This design comes from an exercise in tuning for small area and a short achievable clock period on the open sky130 flow, not from production work.
Where RTL was checked, it was by simulation tests only, not by an equivalence proof against the original.

==> build 68: inputs <==
## xgmii2axis_rx
module xgmii2axis_rx (
    input  logic        clk,
    input  logic        inv_aresetn,
    input  logic [63:0] xgmii_d_i,
    input  logic [7:0]  xgmii_c_i,
    output logic [63:0] m_axis_tdata_o,
    output logic [7:0]  m_axis_tkeep_o,
    output logic        m_axis_tvalid_o,
    output logic        m_axis_tlast_o,
    output logic        m_axis_tuser_o,
    output logic [31:0] good_frames_o,
    output logic [31:0] bad_frames_o
);
export LEC_CHECK = 0
export CAP_MARGIN = 20
export CORE_MARGIN = 2
export CORE_UTILIZATION = 40
export CTS_CLUSTER_DIAMETER = 90
export CTS_CLUSTER_SIZE = 24
export SLEW_MARGIN = 20
export SYNTH_HIERARCHICAL = 1
create_clock -name core_clock -period 15.0 [get_ports {clk}]
standard.sh (not shown) runs the stock make flow with config.mk's settings and CLKGATE_MAP_FILE= SYNTH_SCRIPT=/design/flow/synth_recipe.tcl, a recipe that flattens the netlist after the stock synthesis.
==> flow/flow/run.sh <==
#!/bin/bash
# The standard layout, with plain buffers (not delay cells) on the ports, and timing repair
# aimed at a 4.2 ns period (setup margin 10.8 ns on the 15 ns clock)
set -euo pipefail
bash standard.sh "BUFFER_PORTS_ARGS=-buffer_cell sky130_fd_sc_hd__buf_1" SETUP_SLACK_MARGIN=10.8 finish > layout.log 2>&1
==> inputs of build 27, as changes to build 68 <==
--- a/flow/config.mk
+++ b/flow/config.mk
@@ -7,7 +7,7 @@
 export LEC_CHECK = 0
 export CAP_MARGIN = 20
 export CORE_MARGIN = 2
-export CORE_UTILIZATION = 40
+export CORE_UTILIZATION = 55
 export CTS_CLUSTER_DIAMETER = 90
 export CTS_CLUSTER_SIZE = 24
 export SLEW_MARGIN = 20
==> Implementation_results.wiki <==
{| class="wikitable"
! Metric !! Value
|-
| Met1 track demand over resource in global routing || 32.3%
|-
| Fmax || 241 MHz
|-
| Count of vias placed by the detailed router || 10000
|-
| CP Class || register to output pin
|-
| Final antenna diode count || 2
|-
| Period utilisation layout || 27.6%
|-
| Status || no timing/DRC/antenna violations
|-
| Fillers || 3271
|-
| Share of the final layout cell area in sequential cells || 37.8%
|-
| Reg2reg start || end_term_at_q[1]$_DFF_P_
|-
| Chip Height || between 150 and 200 um
|-
| Family with the most delay on the worst path || flip-flops
|-
| Relative slew slack || between 20% and 30%
|}
(the above is from build 68)
==> Implementation_results.wiki <==
{| class="wikitable"
! Metric !! Value
|-
| Period utilisation layout || 28.0%
|-
| Family with the most delay on the worst path || XOR/XNOR gates
|-
| Fillers || 2172
|-
| Status || no timing/DRC/antenna violations
|-
| Final antenna diode count || 0
|-
| Reg2reg start || held_q[30]$_DFF_P_
|-
| Fmax || approximately 240 MHz
|}
(the above is from build 27)
No run of this note included a check of the RTL's function; only the layout flow was run.

==> inputs of v16 <==
Another version of the RTL of xgmii2axis_rx (not shown whole).
==> flow/config.mk <==
export PLATFORM = sky130hd
export DESIGN_NAME = xgmii2axis_rx
export DESIGN_NICKNAME = xgmii2axis_rx
export VERILOG_FILES = /design/flow/design.v
export SDC_FILE = /design/flow/constraint.sdc
export NUM_CORES = 4
export LEC_CHECK = 0
export CAP_MARGIN = 20
export CORE_MARGIN = 2
export CORE_UTILIZATION = 40
export CTS_CLUSTER_DIAMETER = 90
export CTS_CLUSTER_SIZE = 24
export SLEW_MARGIN = 20
export SYNTH_HIERARCHICAL = 1
==> flow/constraint.sdc <==
create_clock -name core_clock -period 15.0 [get_ports {clk}]
set_input_delay 3.0000 -clock core_clock [delete_from_list [all_inputs] [get_ports {clk}]]
set_output_delay 3.0000 -clock core_clock [all_outputs]
set_load 0.01 [all_outputs]
==> flow/flow/run.sh <==
#!/bin/bash
# The standard layout, with plain buffers (not delay cells) on the ports, and timing repair
# aimed at a 4.08 ns period (setup margin 10.92 ns on the 15 ns clock)
set -euo pipefail
bash standard.sh "BUFFER_PORTS_ARGS=-buffer_cell sky130_fd_sc_hd__buf_1" SETUP_SLACK_MARGIN=10.92 finish > layout.log 2>&1
==> inputs of v13, as changes to v16 <==
==> flow/flow/run.sh (replaced) <==
#!/bin/bash
# The standard layout, with plain buffers (not delay cells) on the ports, and timing repair
# aimed at a 4.03 ns period (setup margin 10.97 ns on the 15 ns clock)
set -euo pipefail
bash standard.sh "BUFFER_PORTS_ARGS=-buffer_cell sky130_fd_sc_hd__buf_1" SETUP_SLACK_MARGIN=10.97 finish > layout.log 2>&1
CTS_CLUSTER_DIAMETER = 120   (was 90)
CTS_CLUSTER_SIZE = 30   (was 24)
==> inputs of v3, as changes to v16 <==
--- a/flow/design.v
+++ b/flow/design.v
@@ -481,64 +481,46 @@
     input  logic a_i,
     input  logic b_i,
     input  logic c_i,
     input  logic d_i,
     output logic y_o
 );
     assign y_o = a_i | b_i | c_i | d_i;
 endmodule
-module xgmii_rx_nor4 (
+module xgmii_rx_nor2 (
     input  logic a_i,
     input  logic b_i,
-    input  logic c_i,
-    input  logic d_i,
     output logic y_o
 );
-    assign y_o = ~(a_i | b_i | c_i | d_i);
-endmodule
-module xgmii_rx_nand4 (
-    input  logic a_i,
-    input  logic b_i,
-    input  logic c_i,
-    input  logic d_i,
-    output logic y_o
-);
-    assign y_o = ~(a_i & b_i & c_i & d_i);
+    assign y_o = ~(a_i | b_i);
 endmodule
 module xgmii_rx_xnor2 (
     input  logic a_i,
     input  logic b_i,
     output logic y_o
 );
     assign y_o = ~(a_i ^ b_i);
 endmodule
-module xgmii_rx_and2 (
-    input  logic a_i,
-    input  logic b_i,
-    output logic y_o
-);
-    assign y_o = a_i & b_i;
-endmodule
 module xgmii_rx_nor3 (
     input  logic a_i,
     input  logic b_i,
     input  logic c_i,
     output logic y_o
 );
     assign y_o = ~(a_i | b_i | c_i);
 endmodule
 module xgmii_rx_check (
     input  logic [31:0] crc_i,
     input  logic [7:0]  term_at_i,
     output logic        ok_o
 );
     logic [31:0] sel, mis;
-    logic [7:0]  all_ok;
-    logic [1:0]  some_bad;
+    logic [7:0]  bad4;
+    logic [1:0]  bad16, term4;
     logic        none;
     xgmii_rx_or3 u_sel0 (.a_i(term_at_i[0]), .b_i(term_at_i[3]), .c_i(term_at_i[7]), .y_o(sel[0]));
     xgmii_rx_xor2 u_mis0 (.a_i(crc_i[0]), .b_i(sel[0]), .y_o(mis[0]));
     xgmii_rx_or3 u_sel1 (.a_i(term_at_i[3]), .b_i(term_at_i[4]), .c_i(term_at_i[6]), .y_o(sel[1]));
     xgmii_rx_xnor2 u_mis1 (.a_i(crc_i[1]), .b_i(sel[1]), .y_o(mis[1]));
     xgmii_rx_or4 u_sel2 (.a_i(term_at_i[2]), .b_i(term_at_i[3]), .c_i(term_at_i[4]), .d_i(term_at_i[6]), .y_o(sel[2]));
     xgmii_rx_xor2 u_mis2 (.a_i(crc_i[2]), .b_i(sel[2]), .y_o(mis[2]));
     xgmii_rx_or2 u_sel3 (.a_i(term_at_i[5]), .b_i(term_at_i[7]), .y_o(sel[3]));
@@ -594,31 +576,30 @@
     xgmii_rx_or4 u_sel28 (.a_i(term_at_i[1]), .b_i(term_at_i[2]), .c_i(term_at_i[5]), .d_i(term_at_i[7]), .y_o(sel[28]));
     xgmii_rx_xor2 u_mis28 (.a_i(crc_i[28]), .b_i(sel[28]), .y_o(mis[28]));
     xgmii_rx_or2 u_sel29 (.a_i(term_at_i[1]), .b_i(term_at_i[5]), .y_o(sel[29]));
     xgmii_rx_xnor2 u_mis29 (.a_i(crc_i[29]), .b_i(sel[29]), .y_o(mis[29]));
     xgmii_rx_or3 u_sel30 (.a_i(term_at_i[1]), .b_i(term_at_i[2]), .c_i(term_at_i[3]), .y_o(sel[30]));
     xgmii_rx_xnor2 u_mis30 (.a_i(crc_i[30]), .b_i(sel[30]), .y_o(mis[30]));
     assign sel[31] = 1'b1;
     assign mis[31] = crc_i[31] ^ sel[31];
-    xgmii_rx_nor4 u_ok0 (.a_i(mis[0]), .b_i(mis[1]), .c_i(mis[2]), .d_i(mis[3]), .y_o(all_ok[0]));
-    xgmii_rx_nor4 u_ok1 (.a_i(mis[4]), .b_i(mis[5]), .c_i(mis[6]), .d_i(mis[7]), .y_o(all_ok[1]));
-    xgmii_rx_nor4 u_ok2 (.a_i(mis[8]), .b_i(mis[9]), .c_i(mis[10]), .d_i(mis[11]), .y_o(all_ok[2]));
-    xgmii_rx_nor4 u_ok3 (.a_i(mis[12]), .b_i(mis[13]), .c_i(mis[14]), .d_i(mis[15]), .y_o(all_ok[3]));
-    xgmii_rx_nor4 u_ok4 (.a_i(mis[16]), .b_i(mis[17]), .c_i(mis[18]), .d_i(mis[19]), .y_o(all_ok[4]));
-    xgmii_rx_nor4 u_ok5 (.a_i(mis[20]), .b_i(mis[21]), .c_i(mis[22]), .d_i(mis[23]), .y_o(all_ok[5]));
-    xgmii_rx_nor4 u_ok6 (.a_i(mis[24]), .b_i(mis[25]), .c_i(mis[26]), .d_i(mis[27]), .y_o(all_ok[6]));
-    xgmii_rx_nor4 u_ok7 (.a_i(mis[28]), .b_i(mis[29]), .c_i(mis[30]), .d_i(mis[31]), .y_o(all_ok[7]));
-    xgmii_rx_nand4 u_bad0 (.a_i(all_ok[0]), .b_i(all_ok[1]), .c_i(all_ok[2]), .d_i(all_ok[3]), .y_o(some_bad[0]));
-    xgmii_rx_nand4 u_bad1 (.a_i(all_ok[4]), .b_i(all_ok[5]), .c_i(all_ok[6]), .d_i(all_ok[7]), .y_o(some_bad[1]));
-    logic [1:0] none_half;
-    xgmii_rx_nor4 u_none0 (.a_i(term_at_i[0]), .b_i(term_at_i[1]), .c_i(term_at_i[2]), .d_i(term_at_i[3]), .y_o(none_half[0]));
-    xgmii_rx_nor4 u_none1 (.a_i(term_at_i[4]), .b_i(term_at_i[5]), .c_i(term_at_i[6]), .d_i(term_at_i[7]), .y_o(none_half[1]));
-    xgmii_rx_and2 u_none (.a_i(none_half[0]), .b_i(none_half[1]), .y_o(none));
-    xgmii_rx_nor3 u_ok (.a_i(some_bad[0]), .b_i(some_bad[1]), .c_i(none), .y_o(ok_o));
+    xgmii_rx_or4 u_bad0 (.a_i(mis[0]), .b_i(mis[1]), .c_i(mis[2]), .d_i(mis[3]), .y_o(bad4[0]));
+    xgmii_rx_or4 u_bad1 (.a_i(mis[4]), .b_i(mis[5]), .c_i(mis[6]), .d_i(mis[7]), .y_o(bad4[1]));
+    xgmii_rx_or4 u_bad2 (.a_i(mis[8]), .b_i(mis[9]), .c_i(mis[10]), .d_i(mis[11]), .y_o(bad4[2]));
+    xgmii_rx_or4 u_bad3 (.a_i(mis[12]), .b_i(mis[13]), .c_i(mis[14]), .d_i(mis[15]), .y_o(bad4[3]));
+    xgmii_rx_or4 u_bad4 (.a_i(mis[16]), .b_i(mis[17]), .c_i(mis[18]), .d_i(mis[19]), .y_o(bad4[4]));
+    xgmii_rx_or4 u_bad5 (.a_i(mis[20]), .b_i(mis[21]), .c_i(mis[22]), .d_i(mis[23]), .y_o(bad4[5]));
+    xgmii_rx_or4 u_bad6 (.a_i(mis[24]), .b_i(mis[25]), .c_i(mis[26]), .d_i(mis[27]), .y_o(bad4[6]));
+    xgmii_rx_or4 u_bad7 (.a_i(mis[28]), .b_i(mis[29]), .c_i(mis[30]), .d_i(mis[31]), .y_o(bad4[7]));
+    xgmii_rx_or4 u_badh0 (.a_i(bad4[0]), .b_i(bad4[1]), .c_i(bad4[2]), .d_i(bad4[3]), .y_o(bad16[0]));
+    xgmii_rx_or4 u_badh1 (.a_i(bad4[4]), .b_i(bad4[5]), .c_i(bad4[6]), .d_i(bad4[7]), .y_o(bad16[1]));
+    xgmii_rx_or4 u_term0 (.a_i(term_at_i[0]), .b_i(term_at_i[1]), .c_i(term_at_i[2]), .d_i(term_at_i[3]), .y_o(term4[0]));
+    xgmii_rx_or4 u_term1 (.a_i(term_at_i[4]), .b_i(term_at_i[5]), .c_i(term_at_i[6]), .d_i(term_at_i[7]), .y_o(term4[1]));
+    xgmii_rx_nor2 u_none (.a_i(term4[0]), .b_i(term4[1]), .y_o(none));
+    xgmii_rx_nor3 u_ok (.a_i(bad16[0]), .b_i(bad16[1]), .c_i(none), .y_o(ok_o));
 endmodule
 module xgmii2axis_rx (
     input  logic        clk,
     input  logic        inv_aresetn,
     input  logic [63:0] xgmii_d_i,
     input  logic [7:0]  xgmii_c_i,
     output logic [63:0] m_axis_tdata_o,
     output logic [7:0]  m_axis_tkeep_o,
@@ -675,16 +656,22 @@
     );
     xgmii_rx_beat u_beat (
         .xgmii_d_i (xgmii_d_i[63:40]),
         .xgmii_c_i (xgmii_c_i),
         .frame_i   (h_frame),
         .end_i     (end_q),
         .beat_o    (x_beat)
     );
+    logic        crc_init;
+    logic [31:0] crc_d;
+    assign crc_init = h_start && !data_q;
+    for (genvar b = 0; b < 32; b++) begin : g_init
+        xgmii_rx_or2 u_or (.a_i(crc_next[b]), .b_i(crc_init), .y_o(crc_d[b]));
+    end
     crc32_d64 u_crc (
         .crc_i  (crc_q),
         .data_i (held_q),
         .crc_o  (crc_next)
     );
     xgmii_rx_check u_check (
         .crc_i     (crc_q),
         .term_at_i (end_term_at_q),
@@ -694,17 +681,17 @@
         end_keep = 8'hFF;
         for (int l = 0; l < 8; l++) begin
             if (end_term_at_q[l]) end_keep = last_keep(3'(l));
         end
     end
     always_ff @(posedge clk) begin
         held_q        <= xgmii_d_i & ~ctrl_mask;
         h_term_at_q   <= x_term_at;
-        crc_q         <= (h_start && !data_q) ? xgmii_rx_pkg::CRC_PRESET : crc_next;
+        crc_q         <= crc_d;
         if (h_frame || h_tail) tdata_q <= held_q;
         end_term_at_q <= h_term_at_q;
         tkeep_q       <= end_q ? end_keep : 8'hFF;
         tlast_q       <= end_q;
         tuser_q       <= end_q && crc_ok;
         if (inv_aresetn) begin
             h_start0_q <= 1'b0;
             h_data_q  <= 1'b0;
==> flow/flow/run.sh (replaced) <==
#!/bin/bash
# The standard layout, with plain buffers (not delay cells) on the ports, timing repair aimed at
# a 4.08 ns period (setup margin 10.92 ns on the 15 ns clock), and one level of sink clustering in CTS
set -euo pipefail
bash standard.sh "BUFFER_PORTS_ARGS=-buffer_cell sky130_fd_sc_hd__buf_1" SETUP_SLACK_MARGIN=10.92 \
  "CTS_ARGS=-sink_clustering_enable -repair_clock_nets -sink_clustering_size 30 -sink_clustering_max_diameter 120 -sink_clustering_levels 1" \
  finish > layout.log 2>&1
CTS_CLUSTER_DIAMETER = 120   (was 90)
CTS_CLUSTER_SIZE = 30   (was 24)
==> summary of the runs <==
Sequential share of layout area, lowest first: v13, v16, v3.
The highest core utilization belongs to v13, the lowest to v3.
Non-clock buffer count, lowest first: v16, v3, v13.
v3 passed the timing, DRC and antenna checks. v13 finished with timing, DRC and antenna clean. v16 completed with no timing, DRC or antenna violations.
In synthesized cell count, v16 and v13 do not differ.
Against v13, the register-to-register slack of v3 is higher by 0.09 ns.

==> job 5368: inputs <==
Another version of the RTL of xgmii2axis_rx (not shown whole).
==> module xgmii_ctrl_decode, before the edit <==
module xgmii_ctrl_decode (
    input  logic [63:0] xgmii_d_i,
    input  logic [7:0]  xgmii_c_i,
    output logic        start_o,
    output logic        data_o,
    output logic [7:0]  term_at_o
);
    always_comb begin
        for (int l = 0; l < 8; l++) begin
            term_at_o[l] = (xgmii_c_i == 8'(8'hFF << l)) && (xgmii_d_i[8*l +: 8] == 8'hFD);
        end
    end
    assign data_o  = (xgmii_c_i == 8'h00);
    assign start_o = (xgmii_c_i == 8'h01) && (xgmii_d_i == 64'hD5555555555555FB);
endmodule
==> module xgmii2axis_rx, before the edit <==
module xgmii2axis_rx (
    input  logic        clk,
    input  logic        inv_aresetn,
    input  logic [63:0] xgmii_d_i,
    input  logic [7:0]  xgmii_c_i,
    output logic [63:0] m_axis_tdata_o,
    output logic [7:0]  m_axis_tkeep_o,
    output logic        m_axis_tvalid_o,
    output logic        m_axis_tlast_o,
    output logic        m_axis_tuser_o,
    output logic [31:0] good_frames_o,
    output logic [31:0] bad_frames_o
);
    function automatic logic [31:0] residue_at(input logic [2:0] lane);
        case (lane)
            3'd0: residue_at = 32'h842A3990;
            3'd1: residue_at = 32'h94784E13;
            3'd2: residue_at = 32'h1C759789;
            3'd3: residue_at = 32'h19F6EB51;
            3'd4: residue_at = 32'h9ADD2096;
            3'd5: residue_at = 32'h62932081;
            3'd6: residue_at = 32'h4E3D5E5C;
            default: residue_at = 32'h39DD08E2;
        endcase
    endfunction
    function automatic logic [7:0] last_keep(input logic [2:0] lane);
        case (lane)
            3'd0: last_keep = 8'h0F;
            3'd1: last_keep = 8'h1F;
            3'd2: last_keep = 8'h3F;
            3'd3: last_keep = 8'h7F;
            3'd4: last_keep = 8'hFF;
            3'd5: last_keep = 8'h01;
            3'd6: last_keep = 8'h03;
            default: last_keep = 8'h07;
        endcase
    endfunction
    logic        x_start, x_data, x_beat;
    logic [7:0]  x_term_at;
    logic [63:0] held_q;
    logic        h_start_q, h_data_q;
    logic [7:0]  h_term_at_q;
    logic        first_q, data_q;
    logic        h_frame, h_tail, h_end;
    logic [31:0] crc_q;
    logic [31:0] crc_next;
    logic        crc_hit;
    logic [7:0]  h_keep;
    logic        end_q, end_good_q;
    logic [63:0] tdata_q;
    logic [7:0]  tkeep_q;
    logic        tvalid_q, tlast_q, tuser_q;
    logic [31:0] good_q, bad_q;
    logic [63:0] ctrl_mask;
    always_comb begin
        for (int l = 0; l < 8; l++) ctrl_mask[8*l +: 8] = {8{xgmii_c_i[l]}};
    end
    assign h_frame = (first_q || data_q) && h_data_q;
    assign h_tail  = data_q && |h_term_at_q[7:5];
    assign h_end   = data_q && !h_data_q;
    xgmii_ctrl_decode u_decode (
        .xgmii_d_i   (xgmii_d_i),
        .xgmii_c_i   (xgmii_c_i),
        .start_o     (x_start),
        .data_o      (x_data),
        .term_at_o   (x_term_at)
    );
    xgmii_rx_beat u_beat (
        .xgmii_d_i (xgmii_d_i[63:40]),
        .xgmii_c_i (xgmii_c_i),
        .frame_i   (h_frame),
        .end_i     (end_q),
        .beat_o    (x_beat)
    );
    crc32_d64 u_crc (
        .crc_i  (crc_q),
        .data_i (held_q),
        .crc_o  (crc_next)
    );
    always_comb begin
        logic [31:0] residue;
        residue = '0;
        h_keep  = 8'hFF;
        for (int l = 0; l < 8; l++) begin
            if (h_term_at_q[l]) begin
                residue = residue | residue_at(3'(l));
                h_keep  = last_keep(3'(l));
            end
        end
        crc_hit = (|h_term_at_q) && (crc_next == residue);
    end
    always_ff @(posedge clk) begin
        held_q      <= xgmii_d_i & ~ctrl_mask;
        h_term_at_q <= x_term_at;
        crc_q       <= (h_start_q && !data_q) ? xgmii_rx_pkg::CRC_PRESET : crc_next;
        if (h_frame || h_tail) tdata_q <= held_q;
        end_good_q  <= crc_hit;
        if (!end_q) tkeep_q <= h_end ? h_keep : 8'hFF;
        tlast_q     <= end_q;
        tuser_q     <= end_q && end_good_q;
        if (inv_aresetn) begin
            h_start_q <= 1'b0;
            h_data_q  <= 1'b0;
            first_q   <= 1'b0;
            data_q    <= 1'b0;
            end_q     <= 1'b0;
            tvalid_q  <= 1'b0;
            good_q    <= '0;
            bad_q     <= '0;
        end else begin
            h_start_q <= x_start;
            h_data_q  <= x_data;
            first_q   <= h_start_q && !data_q;
            data_q    <= h_frame;
            end_q     <= h_end;
            tvalid_q  <= x_beat;
            if (end_q) begin
                if (end_good_q) good_q <= good_q + 1'b1;
                else bad_q <= bad_q + 1'b1;
            end
        end
    end
    assign m_axis_tdata_o  = tdata_q;
    assign m_axis_tkeep_o  = tkeep_q;
    assign m_axis_tvalid_o = tvalid_q;
    assign m_axis_tlast_o  = tlast_q;
    assign m_axis_tuser_o  = tuser_q;
    assign good_frames_o   = good_q;
    assign bad_frames_o    = bad_q;
endmodule
==> flow/config.mk <==
export PLATFORM = sky130hd
export DESIGN_NAME = xgmii2axis_rx
export DESIGN_NICKNAME = xgmii2axis_rx
export VERILOG_FILES = /design/flow/design.v
export SDC_FILE = /design/flow/constraint.sdc
export NUM_CORES = 4
export LEC_CHECK = 0
export CAP_MARGIN = 20
export CORE_MARGIN = 2
export CORE_UTILIZATION = 40
export CTS_CLUSTER_DIAMETER = 90
export CTS_CLUSTER_SIZE = 24
export SLEW_MARGIN = 20
export SYNTH_HIERARCHICAL = 1
==> flow/constraint.sdc <==
create_clock -name core_clock -period 15.0 [get_ports {clk}]
set_input_delay 3.0000 -clock core_clock [delete_from_list [all_inputs] [get_ports {clk}]]
set_output_delay 3.0000 -clock core_clock [all_outputs]
set_load 0.01 [all_outputs]
==> flow/flow/run.sh <==
#!/bin/bash
# The standard layout, with plain buffers (not delay cells) on the ports, and timing repair
# aimed at a 4.25 ns period (setup margin 10.75 ns on the 15 ns clock)
set -euo pipefail
bash standard.sh "BUFFER_PORTS_ARGS=-buffer_cell sky130_fd_sc_hd__buf_2" SETUP_SLACK_MARGIN=10.75 finish > layout.log 2>&1
==> job 8647: changes against job 5368 <==
--- a/flow/design.v
+++ b/flow/design.v
@@ -8,5 +8,5 @@
     input  logic [63:0] xgmii_d_i,
     input  logic [7:0]  xgmii_c_i,
-    output logic        start_o,
+    output logic        start_lane0_o,
     output logic        data_o,
     output logic [7:0]  term_at_o
@@ -18,5 +18,5 @@
     end
     assign data_o  = (xgmii_c_i == 8'h00);
-    assign start_o = (xgmii_c_i == 8'h01) && (xgmii_d_i == 64'hD5555555555555FB);
+    assign start_lane0_o = (xgmii_c_i == 8'h01) && (xgmii_d_i[7:0] == 8'hFB);
 endmodule
 module xgmii_rx_xor2 (
@@ -507,5 +507,5 @@
     logic [7:0]  x_term_at;
     logic [63:0] held_q;
-    logic        h_start_q, h_data_q;
+    logic        h_start0_q, h_data_q, h_start;
     logic [7:0]  h_term_at_q;
     logic        first_q, data_q;
@@ -524,4 +524,5 @@
         for (int l = 0; l < 8; l++) ctrl_mask[8*l +: 8] = {8{xgmii_c_i[l]}};
     end
+    assign h_start = h_start0_q && (held_q[63:8] == 56'hD5555555555555);
     assign h_frame = (first_q || data_q) && h_data_q;
     assign h_tail  = data_q && |h_term_at_q[7:5];
@@ -530,5 +531,5 @@
         .xgmii_d_i   (xgmii_d_i),
         .xgmii_c_i   (xgmii_c_i),
-        .start_o     (x_start),
+        .start_lane0_o (x_start),
         .data_o      (x_data),
         .term_at_o   (x_term_at)
@@ -561,5 +562,5 @@
         held_q      <= xgmii_d_i & ~ctrl_mask;
         h_term_at_q <= x_term_at;
-        crc_q       <= (h_start_q && !data_q) ? xgmii_rx_pkg::CRC_PRESET : crc_next;
+        crc_q       <= (h_start && !data_q) ? xgmii_rx_pkg::CRC_PRESET : crc_next;
         if (h_frame || h_tail) tdata_q <= held_q;
         end_good_q  <= crc_hit;
@@ -568,5 +569,5 @@
         tuser_q     <= end_q && end_good_q;
         if (inv_aresetn) begin
-            h_start_q <= 1'b0;
+            h_start0_q <= 1'b0;
             h_data_q  <= 1'b0;
             first_q   <= 1'b0;
@@ -577,7 +578,7 @@
             bad_q     <= '0;
         end else begin
-            h_start_q <= x_start;
+            h_start0_q <= x_start;
             h_data_q  <= x_data;
-            first_q   <= h_start_q && !data_q;
+            first_q   <= h_start && !data_q;
             data_q    <= h_frame;
             end_q     <= h_end;
==> flow/flow/run.sh (replaced) <==
#!/bin/bash
# The standard layout, with plain buffers (not delay cells) on the ports, and timing repair
# aimed at a 4.2 ns period (setup margin 10.8 ns on the 15 ns clock)
set -euo pipefail
bash standard.sh "BUFFER_PORTS_ARGS=-buffer_cell sky130_fd_sc_hd__buf_1" SETUP_SLACK_MARGIN=10.8 finish > layout.log 2>&1
==> notes <==
- Between job 5368 and job 8647, the lower setup slack is in job 5368 (gap 0.061 ns).
- Of job 8647 and job 5368, job 8647 has the higher count of clock-buffer cells in the layout (gap 1).
- In job 5368 the first-iteration DRC count is larger than in job 8647, by about 30%.
- Of job 8647 and job 5368, job 5368 has the higher critical path depth (gap 5).
==> figures <==
Sequential area share after synthesis: job 8647 43.4%; job 5368 43.4%
Detail Route met3 WL: job 8647 2.91 mm; job 5368 3.07 mm
Die ar.: job 8647 34100 µm²; job 5368 34200 µm²
Run status: job 8647 complete, no violations; job 5368 complete, no violations
Fraction of layout cells with a size suffix above 1: job 8647 9.54%; job 5368 20.1%
Final Cell Area: job 8647 15400 µm²; job 5368 15400 µm²
Hold slack: job 8647 0.482 ns; job 5368 0.449 ns
Crit-path max cell delay: job 8647 0.42 ns; job 5368 0.49 ns
Clock Skew: job 8647 0.0173 ns; job 5368 0.0235 ns
Function was not checked in any run of this note: the RTL went through the layout flow alone.

-- what the ideal ports hide --
How much do the figures lean on ideal ports? The routed layouts below were timed once more, with nothing changed but the port constraints. Step 1 (the two cells are an assumption about what drives the block):
set clk [get_ports {clk}]
set_driving_cell -lib_cell sky130_fd_sc_hd__clkbuf_16 $clk
set_driving_cell -lib_cell sky130_fd_sc_hd__buf_2 [delete_from_list [all_inputs] $clk]
Step 2 moves the port delays by t, midway between the first and last clock arrival at a register: inputs arrive t later, outputs are due t later. That takes back most of the time a late clock gives input paths. a / b / c = ideal ports / drivers / drivers and shift; a / b = the first two.
run	t (ns)	setup slack, ns	worst setup path after step 2	clock arrival spread, ns	cell pins on the clock port's net
build 68	0.557	10.854 / 10.801 / 10.340	input to register	0.017 / 0.017	1
build 27	0.536	10.793 / 10.793 / 10.312	input to register	0.023 / 0.023	1
v16	0.546	10.943 / 10.890 / 10.454	input to register	0.022 / 0.022	1
v13	0.532	10.935 / 10.883 / 10.479	input to register	0.025 / 0.025	1
v3	0.540	10.922 / 10.871 / 10.402	input to register	0.017 / 0.017	1
job 5368	0.558	10.804 / 10.788 / 10.275	input to register	0.024 / 0.024	1
job 8647	0.557	10.865 / 10.814 / 10.380	input to register	0.019 / 0.019	1
After both steps setup and hold are still met in every run listed. For job 5368, which loses most, drivers alone change the setup slack by -0.016 ns; drivers and shift together by -0.529 ns.
